This design comes from an exercise in tuning for small area, a short achievable clock period and few clock cycles per item on the open sky130 flow, not from production work.
RTL that was checked went through simulation tests only; none was proved equivalent to the original.
Power figures rest on the tool's default switching activity, not on a simulated workload.

== amber ==
Design position_report_ascii_encoder, start of the top module:
module position_report_ascii_encoder
(
    input  logic              clk,
    input  logic              rst_n,
    input  logic              pos_valid,
    output logic              pos_ready,
    input  logic signed [LatW-1:0] pos_lat_micro,
    input  logic signed [LonW-1:0] pos_lon_micro,
    input  logic [FixW-1:0]   pos_fix_level,
    output logic              rpt_valid,
    input  logic              rpt_ready,
    output logic [CharW-1:0]  rpt_out_char,
    output logic              rpt_last_char,
    output logic              rpt_pos_invalid,
    input  logic              psel,
    input  logic              penable,
    input  logic              pwrite,
    input  logic [AddrW-1:0]  paddr,
    input  logic [DataW-1:0]  pwdata,
    output logic [DataW-1:0]  prdata,
    output logic              pready
);
Size: about 1300 cells after synthesis, roughly 200 flip-flops, roughly 150 I/O pins, roughly 12000 um2 of cells after synthesis.
export LEC_CHECK = 0
export CAP_MARGIN = 20
export CORE_MARGIN = 2
export CORE_UTILIZATION = 50
export SLEW_MARGIN = 20
create_clock -name core_clock -period 9.0 [get_ports {clk}]
standard.sh (not shown) runs the stock make flow with config.mk's settings and CLKGATE_MAP_FILE= SYNTH_SCRIPT=/design/flow/synth_recipe.tcl, a recipe that flattens the netlist after the stock synthesis.
==> flow/flow/run.sh <==
#!/bin/bash
set -euo pipefail
bash standard.sh SETUP_SLACK_MARGIN=6.0 "BUFFER_PORTS_ARGS=-buffer_cell sky130_fd_sc_hd__buf_1" finish > orfs_flow.log 2>&1
amber reached the final stage; the timing, design-rule and antenna checks on its layout passed.
Testbench counts of amber, summed over its fixed seeds: cycles 17,511, reports 960.
[inputs] fjord vs amber
--- a/flow/design.v
+++ b/flow/design.v
@@ -269,78 +269,68 @@
     logic [3:0]       cnt;          
     logic             src;          
     logic             post;         
     logic [5:0]       lat_ipf;      
     logic [2:0]       pf;           
     logic             neg;          
-    logic             pr_q;         
+    logic             kr, ki;       
     logic [51:0]      work;
     logic [22:0]      lat_dsp;      
     logic [24:0]      lon_dsp;      
     logic             vld;
     logic             cur_inv;
     logic [4:0]       nb;           
     logic [CharW-1:0] out_reg;
     logic             last_reg;
     logic             cur_slat, cur_slon;
-    logic [1:0]       ninv;         
-    logic             nxt_full, nxt_slat, nxt_slon;    
+    logic             nxt_full, nxt_inv, nxt_slat, nxt_slon;
     logic             pins_inv;
     logic             acc_now;
     logic             take;
     logic             cur_free;
     logic             lat_ok, lon_ok, go, go_src, step, fin;
     assign pins_inv = (pos_fix_level == '0)
                       || (pos_lat_micro == '0 && pos_lon_micro == '0);
-    assign pos_ready = pr_q;
+    assign pos_ready = kr || (ki && inv_q);
     assign acc_now   = pos_valid && pos_ready;
     assign take      = vld && rpt_ready;
     assign cur_free  = !vld || (take && last_reg);
     assign lat_ok = known_q && !inv_q && !lat_done && !lat_hold;
     assign lon_ok = lon_pend && !lon_hold;
     assign go     = (cnt == 4'd0) && (lat_ok || lon_ok);
     assign go_src = lon_ok;
     assign step   = go || (cnt != 4'd0);
     assign fin    = (cnt == 4'd8);
     logic known_n, lat_done_n, lon_pend_n, nxt_full_n;
-    logic bypass, inc, dec;
-    logic [1:0] ninv_n;
     always_comb
     begin
         known_n    = pos_valid && !acc_now;
         lat_done_n = acc_now ? 1'b0 : ((fin && !src) || lat_done);
         lon_pend_n = (acc_now && !inv_q) || (lon_pend && !(fin && src));
-        bypass     = cur_free && ninv == 2'd0 && !nxt_full;
-        nxt_full_n = (acc_now && !inv_q) || (nxt_full && !(cur_free && ninv == 2'd0));
-        inc        = acc_now && inv_q && !bypass;
-        dec        = cur_free && ninv != 2'd0;
-        ninv_n     = ninv;
-        if (inc && !dec)
-            ninv_n = {ninv[1] || ninv[0], !ninv[0]};
-        else if (dec && !inc)
-            ninv_n = {ninv[1] && ninv[0], !ninv[0]};
+        nxt_full_n = cur_free ? (acc_now && (nxt_full || !inv_q)) : (nxt_full || acc_now);
     end
     always_ff @(posedge clk or negedge rst_n)
     begin
         if (!rst_n)
         begin
             known_q  <= 1'b0;
-            pr_q     <= 1'b0;
+            kr       <= 1'b0;
+            ki       <= 1'b0;
             lat_done <= 1'b0;
             lat_hold <= 1'b0;
             lon_pend <= 1'b0;
             lon_hold <= 1'b0;
             cnt      <= '0;
             src      <= 1'b0;
             post     <= 1'b0;
         end
         else
         begin
             known_q  <= known_n;
-            pr_q     <= known_n && !nxt_full_n
-                        && (pins_inv ? ninv_n != 2'd3 : (lat_done_n && !lon_pend_n));
+            ki       <= known_n && !nxt_full_n;
+            kr       <= known_n && !nxt_full_n && lat_done_n && !lon_pend_n;
             post     <= fin;
             lat_done <= lat_done_n;
             lon_pend <= lon_pend_n;
             if (fin && !src)
                 lat_hold <= 1'b1;
             else if (take && nb == 5'd7)
@@ -441,50 +431,48 @@
             5'd18:
                 nchar = cur_slon ? AsciiW : AsciiE;
             default:
                 nchar = sym_code_reg;
         endcase
     end
-    logic load_now, load_inv;
-    assign load_now = ninv != 2'd0 || nxt_full || (acc_now && inv_q);
-    assign load_inv = ninv != 2'd0 || !nxt_full;
+    logic load_now;
+    assign load_now = nxt_full || (acc_now && inv_q);
     always_ff @(posedge clk or negedge rst_n)
     begin
         if (!rst_n)
         begin
             vld      <= 1'b0;
             nxt_full <= 1'b0;
-            ninv     <= 2'd0;
         end
         else
         begin
             if (cur_free)
                 vld  <= load_now;
             nxt_full <= nxt_full_n;
-            ninv     <= ninv_n;
         end
     end
     always_ff @(posedge clk)
     begin
         if (cur_free)
         begin
             nb       <= 5'd1;
-            cur_inv  <= load_inv;
+            cur_inv  <= nxt_full ? nxt_inv : 1'b1;
             cur_slat <= nxt_slat;
             cur_slon <= nxt_slon;
-            out_reg  <= load_inv ? AsciiNul : AsciiBang;
-            last_reg <= load_inv;
+            out_reg  <= (!nxt_full || nxt_inv) ? AsciiNul : AsciiBang;
+            last_reg <= !nxt_full || nxt_inv;
         end
         else if (take)
         begin
             nb       <= nb + 5'd1;
             out_reg  <= nchar;
             last_reg <= (nb == 5'd19);
         end
-        if (acc_now && !inv_q)
+        if (acc_now)
         begin
+            nxt_inv  <= inv_q;
             nxt_slat <= pos_lat_micro[LatW-1];
             nxt_slon <= pos_lon_micro[LonW-1];
         end
     end
     assign rpt_valid       = vld;
     assign rpt_out_char    = out_reg;
[summary]
Going from amber to fjord, detailed-route wire length now smaller; count of mapped cells out of synthesis now sits lower; number of antenna violations at the first check in global routing has remained practically unchanged; required time of the critical path fell 2.12 ns; placed wire-length estimate after detailed placement fell by 510 um.
Cmp amber and fjord / post-route clock period utilization / higher: amber
Area growth from synthesis to layout ends up lower on fjord.
From amber to fjord the numbers moved as follows: largest voltage drop on the vdd net lost 2.3%; number of cells on the critical path lost 5; via count lost 0.60%; post-layout total power lost about 0.9%.
Testbench counts of fjord, summed over its fixed seeds: cycles 17,649, reports 960.


Setup of job 101:
Another version of the RTL of position_report_ascii_encoder (not shown whole).
Size: about 1500 cells after synthesis, ~200 flip-flops, about 150 I/O pins, roughly 13000 um2 of cells after synthesis.
==> module prae_norm, before the edit <==
module prae_norm
(
    input  logic [51:0] a,
    output logic [24:0] dig
);
    function automatic logic [1:0] gp5(input logic [4:0] x);
        gp5[0] = (x[4] && !x[1] && !x[0]) || (x[3] && !x[2] && x[1]) || (x[3] && x[2] && x[0]);
        gp5[1] = (x[4] && x[0]) || (x[4] && x[1]) || (x[3] && x[2] && x[1]);
    endfunction
    function automatic logic [1:0] gp5b(input logic [3:0] x);
        gp5b[0] = (x[3] && !x[0]) || (!x[2] && x[1] && x[0]);
        gp5b[1] = (x[3] && x[0]) || (x[2] && x[0]);
    endfunction
    function automatic logic [1:0] gp2(input logic [1:0] x);
        gp2[0] = (x[0]);
        gp2[1] = (x[1]);
    endfunction
    function automatic logic [1:0] gp10(input logic [4:0] x);
        gp10[0] = (x[4] && x[0]);
        gp10[1] = (x[4] && x[1]);
    endfunction
    function automatic logic [1:0] gp6(input logic [3:0] x);
        gp6[0] = (x[3] && x[0]);
        gp6[1] = (x[3] && x[1]);
    endfunction
    function automatic logic [3:0] fin(input logic [7:0] x);
        fin[0] = (!x[2] && x[0]) || (x[2] && !x[0]);
        fin[1] = (x[6] && x[3] && x[1]) || (!x[7] && !x[5] && x[4] && x[3] && x[1]) || (x[7] && x[5] && x[3] && x[1]) || (x[4] && !x[3] && !x[2] && !x[1]) || (!x[6] && !x[5] && !x[4] && !x[3] && x[1]) || (!x[6] && !x[5] && !x[4] && x[3] && !x[1]) || (x[4] && x[2] && !x[1] && !x[0]) || (!x[7] && !x[6] && !x[4] && x[2] && x[0]) || (!x[7] && x[5] && !x[4] && !x[3] && x[1]) || (!x[7] && x[5] && !x[4] && x[3] && !x[1]) || (x[7] && !x[5] && !x[4] && x[2] && x[0]);
        fin[2] = (!x[5] && x[4] && x[2] && x[0]) || (!x[7] && x[5] && !x[4] && !x[3]) || (!x[7] && x[5] && !x[4] && !x[1]) || (!x[5] && x[4] && !x[3] && x[1]) || (!x[5] && x[4] && x[3] && !x[1]) || (x[5] && !x[3] && !x[2] && !x[1]) || (x[5] && x[2] && !x[1] && !x[0]) || (!x[7] && !x[6] && !x[5] && x[3] && x[1]) || (!x[6] && !x[5] && !x[4] && x[3] && x[1]);
        fin[3] = (!x[7] && x[5] && !x[4] && x[3] && x[1]) || (x[5] && x[4] && !x[3] && x[1]) || (x[5] && x[4] && x[2] && x[0]) || (x[5] && x[4] && x[3] && !x[1]) || (x[6] && !x[3] && !x[2] && !x[1]) || (x[6] && !x[3] && !x[1] && !x[0]);
    endfunction
    function automatic logic [0:0] is9(input logic [5:0] x);
        is9[0] = (x[5] && !x[2] && !x[1] && x[0]) || (x[5] && x[1] && !x[0]) || (x[4] && x[3] && x[2] && x[0]);
    endfunction
    logic [1:0] g_b0, g_b1, g_b2, g_t0, g_t1, g_ho, g_ht, g_mo, g_mt, g_d0, g_d1;
    logic c_t1, c_ho, c_ht, c_mo, c_mt, c_d0, c_d1, c_d2;
    logic [10:0] gg, pp, gn, pn;
    logic rnd, ho9;
    logic [3:0] n_d2, n_d1, n_d0, n_mt, n_mo, n_ht, n_ho;
    always_comb
    begin
        g_b0 = gp5b(a[3:0]);
        g_b1 = gp5(a[8:4]);
        g_b2 = gp5(a[13:9]);
        g_t0 = gp2(a[15:14]);
        g_t1 = gp2(a[17:16]);
        g_ho = gp10(a[22:18]);
        g_ht = gp10(a[27:23]);
        g_mo = gp10(a[32:28]);
        g_mt = gp6(a[36:33]);
        g_d0 = gp10(a[41:37]);
        g_d1 = gp10(a[46:42]);
        gg = {g_d1[1], g_d0[1], g_mt[1], g_mo[1], g_ht[1], g_ho[1], g_t1[1], g_t0[1], g_b2[1], g_b1[1], g_b0[1]};
        pp = {g_d1[0], g_d0[0], g_mt[0], g_mo[0], g_ht[0], g_ho[0], g_t1[0], g_t0[0], g_b2[0], g_b1[0], 1'b0};
        for (int d = 1; d < 11; d = d * 2)
        begin
            gn = gg;
            pn = pp;
            for (int i = d; i < 11; i++)
            begin
                gn[i] = gg[i] || (pp[i] && gg[i-d]);
                pn[i] = pp[i] && pp[i-d];
            end
            gg = gn;
            pp = pn;
        end
        c_t1 = gg[3];
        c_ho = gg[4];
        c_ht = gg[5];
        c_mo = gg[6];
        c_mt = gg[7];
        c_d0 = gg[8];
        c_d1 = gg[9];
        c_d2 = gg[10];
        rnd  = a[16] ^ c_t1;
        ho9  = is9({a[22:18], c_ho});
        n_d2 = fin({1'b0, a[51:47], 1'b0, c_d2});
        n_d1 = fin({1'b0, a[46:42], 1'b0, c_d1});
        n_d0 = fin({1'b0, a[41:37], 1'b0, c_d0});
        n_mt = fin({2'b10, a[36:33], 1'b0, c_mt});
        n_mo = fin({1'b0, a[32:28], 1'b0, c_mo});
        n_ht = fin({1'b0, a[27:23], c_ht && rnd && ho9, c_ht ^ (rnd && ho9)});
        n_ho = fin({1'b0, a[22:18], c_ho && rnd, c_ho ^ rnd});
        dig  = {n_d2[1:0], n_d1, n_d0, n_mt[2:0], n_mo, n_ht, n_ho};
    end
endmodule
clock: 9.0 ns
lec_check: 0
cap_margin: 20
core_margin: 2
core_utilization: 40
slew_margin: 20
==> flow/flow/run.sh <==
#!/bin/bash
set -euo pipefail
bash standard.sh SETUP_SLACK_MARGIN=6.0 finish > orfs_flow.log 2>&1
For job 102, these inputs were changed with respect to job 101:
==> flow/design.v, changed modules only <==
module prae_norm
(
    input  logic [51:0] a,
    output logic [24:0] dig
);
    function automatic logic [1:0] gp5(input logic [4:0] x);
        gp5[0] = (x[4] && !x[1] && !x[0]) || (x[3] && !x[2] && x[1]) || (x[3] && x[2] && x[0]);
        gp5[1] = (x[4] && x[0]) || (x[4] && x[1]) || (x[3] && x[2] && x[1]);
    endfunction
    function automatic logic [1:0] gp5b(input logic [3:0] x);
        gp5b[0] = (x[3] && !x[0]) || (!x[2] && x[1] && x[0]);
        gp5b[1] = (x[3] && x[0]) || (x[2] && x[0]);
    endfunction
    function automatic logic [1:0] gp2(input logic [1:0] x);
        gp2[0] = (x[0]);
        gp2[1] = (x[1]);
    endfunction
    function automatic logic [1:0] gp10(input logic [4:0] x);
        gp10[0] = (x[4] && x[0]);
        gp10[1] = (x[4] && x[1]);
    endfunction
    function automatic logic [1:0] gp6(input logic [3:0] x);
        gp6[0] = (x[3] && x[0]);
        gp6[1] = (x[3] && x[1]);
    endfunction
    function automatic logic [3:0] fin(input logic [7:0] x);
        fin[0] = (!x[2] && x[0]) || (x[2] && !x[0]);
        fin[1] = (x[6] && x[3] && x[1]) || (!x[7] && !x[5] && x[4] && x[3] && x[1]) || (x[7] && x[5] && x[3] && x[1]) || (x[4] && !x[3] && !x[2] && !x[1]) || (!x[6] && !x[5] && !x[4] && !x[3] && x[1]) || (!x[6] && !x[5] && !x[4] && x[3] && !x[1]) || (x[4] && x[2] && !x[1] && !x[0]) || (!x[7] && !x[6] && !x[4] && x[2] && x[0]) || (!x[7] && x[5] && !x[4] && !x[3] && x[1]) || (!x[7] && x[5] && !x[4] && x[3] && !x[1]) || (x[7] && !x[5] && !x[4] && x[2] && x[0]);
        fin[2] = (!x[5] && x[4] && x[2] && x[0]) || (!x[7] && x[5] && !x[4] && !x[3]) || (!x[7] && x[5] && !x[4] && !x[1]) || (!x[5] && x[4] && !x[3] && x[1]) || (!x[5] && x[4] && x[3] && !x[1]) || (x[5] && !x[3] && !x[2] && !x[1]) || (x[5] && x[2] && !x[1] && !x[0]) || (!x[7] && !x[6] && !x[5] && x[3] && x[1]) || (!x[6] && !x[5] && !x[4] && x[3] && x[1]);
        fin[3] = (!x[7] && x[5] && !x[4] && x[3] && x[1]) || (x[5] && x[4] && !x[3] && x[1]) || (x[5] && x[4] && x[2] && x[0]) || (x[5] && x[4] && x[3] && !x[1]) || (x[6] && !x[3] && !x[2] && !x[1]) || (x[6] && !x[3] && !x[1] && !x[0]);
    endfunction
    function automatic logic [0:0] is9(input logic [5:0] x);
        is9[0] = (x[5] && !x[2] && !x[1] && x[0]) || (x[5] && x[1] && !x[0]) || (x[4] && x[3] && x[2] && x[0]);
    endfunction
    logic [1:0] g_b0, g_b1, g_b2, g_t0, g_t1, g_ho, g_ht, g_mo, g_mt, g_d0, g_d1;
    logic c_b2, c_t0, c_t1, c_ho, c_ht, c_mo, c_mt, c_d0, c_d1, c_d2;
    logic rnd, ho9;
    logic [3:0] n_d2, n_d1, n_d0, n_mt, n_mo, n_ht, n_ho;
    always_comb
    begin
        g_b0 = gp5b(a[3:0]);
        g_b1 = gp5(a[8:4]);
        g_b2 = gp5(a[13:9]);
        g_t0 = gp2(a[15:14]);
        g_t1 = gp2(a[17:16]);
        g_ho = gp10(a[22:18]);
        g_ht = gp10(a[27:23]);
        g_mo = gp10(a[32:28]);
        g_mt = gp6(a[36:33]);
        g_d0 = gp10(a[41:37]);
        g_d1 = gp10(a[46:42]);
        c_b2 = g_b1[1] || (g_b1[0] && g_b0[1]);
        c_t0 = g_b2[1] || (g_b2[0] && c_b2);
        c_t1 = g_t0[1] || (g_t0[0] && c_t0);
        c_ho = g_t1[1] || (g_t1[0] && c_t1);
        c_ht = g_ho[1] || (g_ho[0] && c_ho);
        c_mo = g_ht[1] || (g_ht[0] && c_ht);
        c_mt = g_mo[1] || (g_mo[0] && c_mo);
        c_d0 = g_mt[1] || (g_mt[0] && c_mt);
        c_d1 = g_d0[1] || (g_d0[0] && c_d0);
        c_d2 = g_d1[1] || (g_d1[0] && c_d1);
        rnd  = a[16] ^ c_t1;
        ho9  = is9({a[22:18], c_ho});
        n_d2 = fin({1'b0, a[51:47], 1'b0, c_d2});
        n_d1 = fin({1'b0, a[46:42], 1'b0, c_d1});
        n_d0 = fin({1'b0, a[41:37], 1'b0, c_d0});
        n_mt = fin({2'b10, a[36:33], 1'b0, c_mt});
        n_mo = fin({1'b0, a[32:28], 1'b0, c_mo});
        n_ht = fin({1'b0, a[27:23], c_ht && rnd && ho9, c_ht ^ (rnd && ho9)});
        n_ho = fin({1'b0, a[22:18], c_ho && rnd, c_ho ^ rnd});
        dig  = {n_d2[1:0], n_d1, n_d0, n_mt[2:0], n_mo, n_ht, n_ho};
    end
endmodule
Number of placed cells counting well taps ended up about 1% lower on job 102 than on job 101. In job 102 the average routed wire per standard cell turned out about 2.1% lower than in job 101. Job 102 gives more minimum clock period than job 101 did. On synthesized area, job 101 loses to job 102. ~same worst hold slack after final layout in job 102 and job 101. There was hardly any difference in worst clock skew on the final layout between job 102 and job 101. On sequential cell count, job 102 and job 101 are basically level. [job 102 vs job 101] floorplan die height: lower in job 102. Comparing job 102 with job 101, the global-route usage came out essentially unchanged. On clock latency at the later pin of the worst-skew pair, job 102 and job 101 are neck and neck. Job 102 vs job 101 — critical path depth rose 9. Xor/xnor share of the synthesized area: lower on job 102. Synthesized cell count: lower on job 102. Job 102 reports its startpoint of the most critical setup path as work[3] while job 101 reports pos_lat_micro[1]. Going from job 101 to job 102, met3 track utilization from global routing grows by 0.38 points.
No run of this note included a check of the RTL's function; only the layout flow was run.

[re-timing with driven ports]
In the flow no input, the clock included, has a driving cell. The finished layouts below were timed again as built, in two steps.
Step 1 (the two cells are an assumption about what drives the block):
set clk [get_ports {clk}]
set_driving_cell -lib_cell sky130_fd_sc_hd__clkbuf_16 $clk
set_driving_cell -lib_cell sky130_fd_sc_hd__buf_2 [delete_from_list [all_inputs] $clk]
Step 2 moves the port delays by t, midway between the first and last clock arrival at a register: inputs arrive t later, outputs are due t later. That takes back most of the time a late clock gives input paths.
Slacks: ideal / step 1 / step 2; pairs: ideal / step 1.
run	t, ns	setup slack, ns	hold WS [ns]	clock arrival spread, ns	worst register clock-pin slew, ns
amber	0.475	6.031 / 6.050 / 5.587	0.442 / 0.442 / 0.442	0.020 / 0.020	0.08 / 0.08
fjord	0.486	6.075 / 6.027 / 5.618	0.423 / 0.423 / 0.423	0.019 / 0.020	0.09 / 0.09
job 101	0.486	5.835 / 5.822 / 5.362	0.428 / 0.428 / 0.428	0.013 / 0.013	0.08 / 0.08
job 102	0.493	5.350 / 5.350 / 5.350	0.427 / 0.427 / 0.427	0.014 / 0.014	0.08 / 0.08
After both steps setup and hold are still met in every run listed. For job 101, which loses most, drivers alone change the setup slack by -0.013 ns; drivers and shift together by -0.473 ns.
